Source: an optimization exercise on an open RTL-to-GDS flow (aim: small area, a short achievable clock period and few clock cycles per item). Production flows keep margins and buffers that such runs may drop.
Only simulation tests tie the RTL to the original design; equivalence was not proved.
Power and IR drop assume default switching activity.

Setup of job 6110:
Design round_robin_job_scheduler, start of the top module:
module round_robin_job_scheduler (
   input  logic        clock,
   input  logic        reset,
   input  logic        req_valid,
   output logic        req_ready,
   input  logic        req_action,
   input  logic [3:0]  req_arrive_job,
   input  logic [15:0] req_burst_length,
   input  logic [15:0] req_io_complete_mask,
   input  logic        req_needs_io,
   output logic        rsp_valid,
   input  logic        rsp_ready,
   output logic [2:0]  rsp_event_res,
   output logic [3:0]  rsp_job_slot,
   output logic [15:0] rsp_remaining_after,
   output logic [15:0] rsp_tick_now,
   output logic [15:0] rsp_first_start,
   output logic [15:0] rsp_finish_tick,
   output logic [15:0] rsp_running_ticks,
   output logic [15:0] rsp_ready_ticks,
   output logic [15:0] rsp_waiting_io_ticks,
   output logic        rsp_all_done,
   input  logic        csr_valid,
   output logic        csr_ready,
   input  logic [7:0]  csr_data
);
   localparam int NJ = 16;
   logic        iv_ff;
   logic        iact_ff;
   logic [3:0]  ijob_ff;
   logic [15:0] iburst_ff;
   logic [15:0] imask_ff;
   logic        iio_ff;
   logic        sv_ff;
   logic        sact_ff;
   logic [3:0]  sjob_ff;
   logic [15:0] sburst_ff;
   logic [15:0] smask_ff;
   logic        sio_ff;
   typedef struct packed {
      logic [2:0]    ev;
      logic [3:0]    slot;
      logic          done;
      logic [15:0]   tick;
  ...
Size in the first run: ~6500 cells after synthesis, roughly 1900 flip-flops, roughly 170 I/O pins, about 0.082 mm² of cells after synthesis.
Settings: LEC_CHECK=0, CAP_MARGIN=30, CORE_MARGIN=2, CORE_UTILIZATION=68, CTS_CLUSTER_DIAMETER=70, CTS_CLUSTER_SIZE=30, PLACE_DENSITY=0.8, SETUP_SLACK_MARGIN=5, SLEW_MARGIN=20; clock period 10.0 ns.
standard.sh (not shown) runs the stock make flow with config.mk's settings and CLKGATE_MAP_FILE= SYNTH_SCRIPT=/design/flow/synth_recipe.tcl, a recipe that flattens the netlist after the stock synthesis.
==> flow/flow/run.sh <==
#!/bin/bash
set -o pipefail
sed -E 's/SETUP_SLACK_MARGIN=[0-9.]+/SETUP_SLACK_MARGIN=6/' standard.sh > standard_m6.sh
grep -q 'SETUP_SLACK_MARGIN=6' standard_m6.sh || exit 1
bash standard_m6.sh > standard.log 2>&1
No stage failed in job 6110, and the final checks on the layout all came back clean.
Testbench counts of job 6110, summed over its fixed seeds: cycles 6,267, items 6,000.
Input changes introduced in job 383 (baseline for comparison: job 6110):
Settings: swapping 30 for 20 in CAP_MARGIN; swapping 0.8 for 0.7 in PLACE_DENSITY; swapping 68 for 55 in CORE_UTILIZATION.
Findings:
Power: job 383 draws more than job 6110
A termination of the worst setup path of rsp_finish_tick[10] is what job 6110 shows, while rsp_finish_tick[13] belongs to job 383.
The core of job 383 is less densely filled than that of job 6110.
Compared with job 6110, job 383 shows die area higher by 23%.
--- input diff job 383..job 610 ---
Settings: swapping 20 for 30 in CAP_MARGIN.
==> flow/run.sh (new file) <==
#!/bin/bash
# synth_recipe.tcl (not shown) runs the flow's synth.tcl, then flattens the netlist and writes it again
# the make line also repeats each setting of config.mk as NAME=value (left out here)
make -C /OpenROAD-flow-scripts/flow DESIGN_CONFIG=/design/flow/config.mk WORK_HOME=/design/flow/orfs CLKGATE_MAP_FILE= SYNTH_SCRIPT=/design/flow/synth_recipe.tcl finish
removed: flow/flow/run.sh
removed: flow/standard.sh
Findings:
- When job 610 is measured against job 383, its synthesis-to-layout area growth turns out 8.1 points lower.
- Going from job 383 to job 610, met3 routed wirelength shrank slightly.
- Comparing job 610 with job 383, the number of flip-flops and latches came out essentially unchanged.
The following lists how job 6864 was set up differently from job 610:
==> flow/flow/run.sh (new file) <==
#!/bin/bash
set -o pipefail
sed -E 's/SETUP_SLACK_MARGIN=[0-9.]+/SETUP_SLACK_MARGIN=6/' standard.sh > standard_m6.sh
grep -q 'SETUP_SLACK_MARGIN=6' standard_m6.sh || exit 1
bash standard_m6.sh > standard.log 2>&1
==> flow/standard.sh (new file) <==
#!/bin/bash
# synth_recipe.tcl (not shown) runs the flow's synth.tcl, then flattens the netlist and writes it again
# the make line also repeats each setting of config.mk as NAME=value (left out here)
make -C /OpenROAD-flow-scripts/flow DESIGN_CONFIG=/design/flow/config.mk WORK_HOME=/design/flow/orfs CLKGATE_MAP_FILE= SYNTH_SCRIPT=/design/flow/synth_recipe.tcl "${@:-finish}"
removed: flow/run.sh
Results
- Global routing met1 resource utilization: job 6864 > job 610
- Job 6864 gives more net switching power than job 610 did.
- Compared with job 610, job 6864 shows setup slack higher by 0.66 ns.
- Result: PASS for each of job 6864 and job 610
- Job 6864 falls short of job 610 in total power.
- In the tables for job 6864 and job 610, met3 usage reads lower with job 6864.
- Lower worst slew slack as a fraction of its limit goes to job 610 over job 6864.
- Compared with job 610, job 6864 shows a routed wire length on met3 that is 760 µm higher.
- Looking at number of antenna violations at the first check in global routing, job 6864 sits 2 lower than job 610 does.

## re-timing with driven ports
Ports are ideal in the flow. The routed layouts listed here were re-timed in OpenROAD. Step 1: set_driving_cell puts a clkbuf_16 on clock and a buf_2 on each other input, an assumption about the parent block. Step 2 times the ports against the registers' clock, not the clock port: input delays grow and output delays shrink by t, the midpoint of the rising clock arrivals with the driver on. Three values: ideal ports, drivers, drivers and shift; two values: the first two.
run	shift t [ns]	setup slack, ns	worst setup path at the end	slew at the worst register clock pin (ns)	cell pins on the clock port's net
job 6110	0.832	5.844 / 5.762 / 5.351	input to register	0.11 / 0.11	1
job 383	0.861	5.949 / 5.861 / 5.511	input to register	0.12 / 0.12	1
job 610	0.847	5.211 / 5.125 / 4.816	input to register	0.11 / 0.11	1
job 6864	0.859	5.872 / 5.786 / 5.477	input to register	0.12 / 0.12	1
After both steps every run listed still meets setup and hold. For job 6110, which loses most, drivers alone change the setup slack by -0.082 ns; drivers and shift together by -0.493 ns.
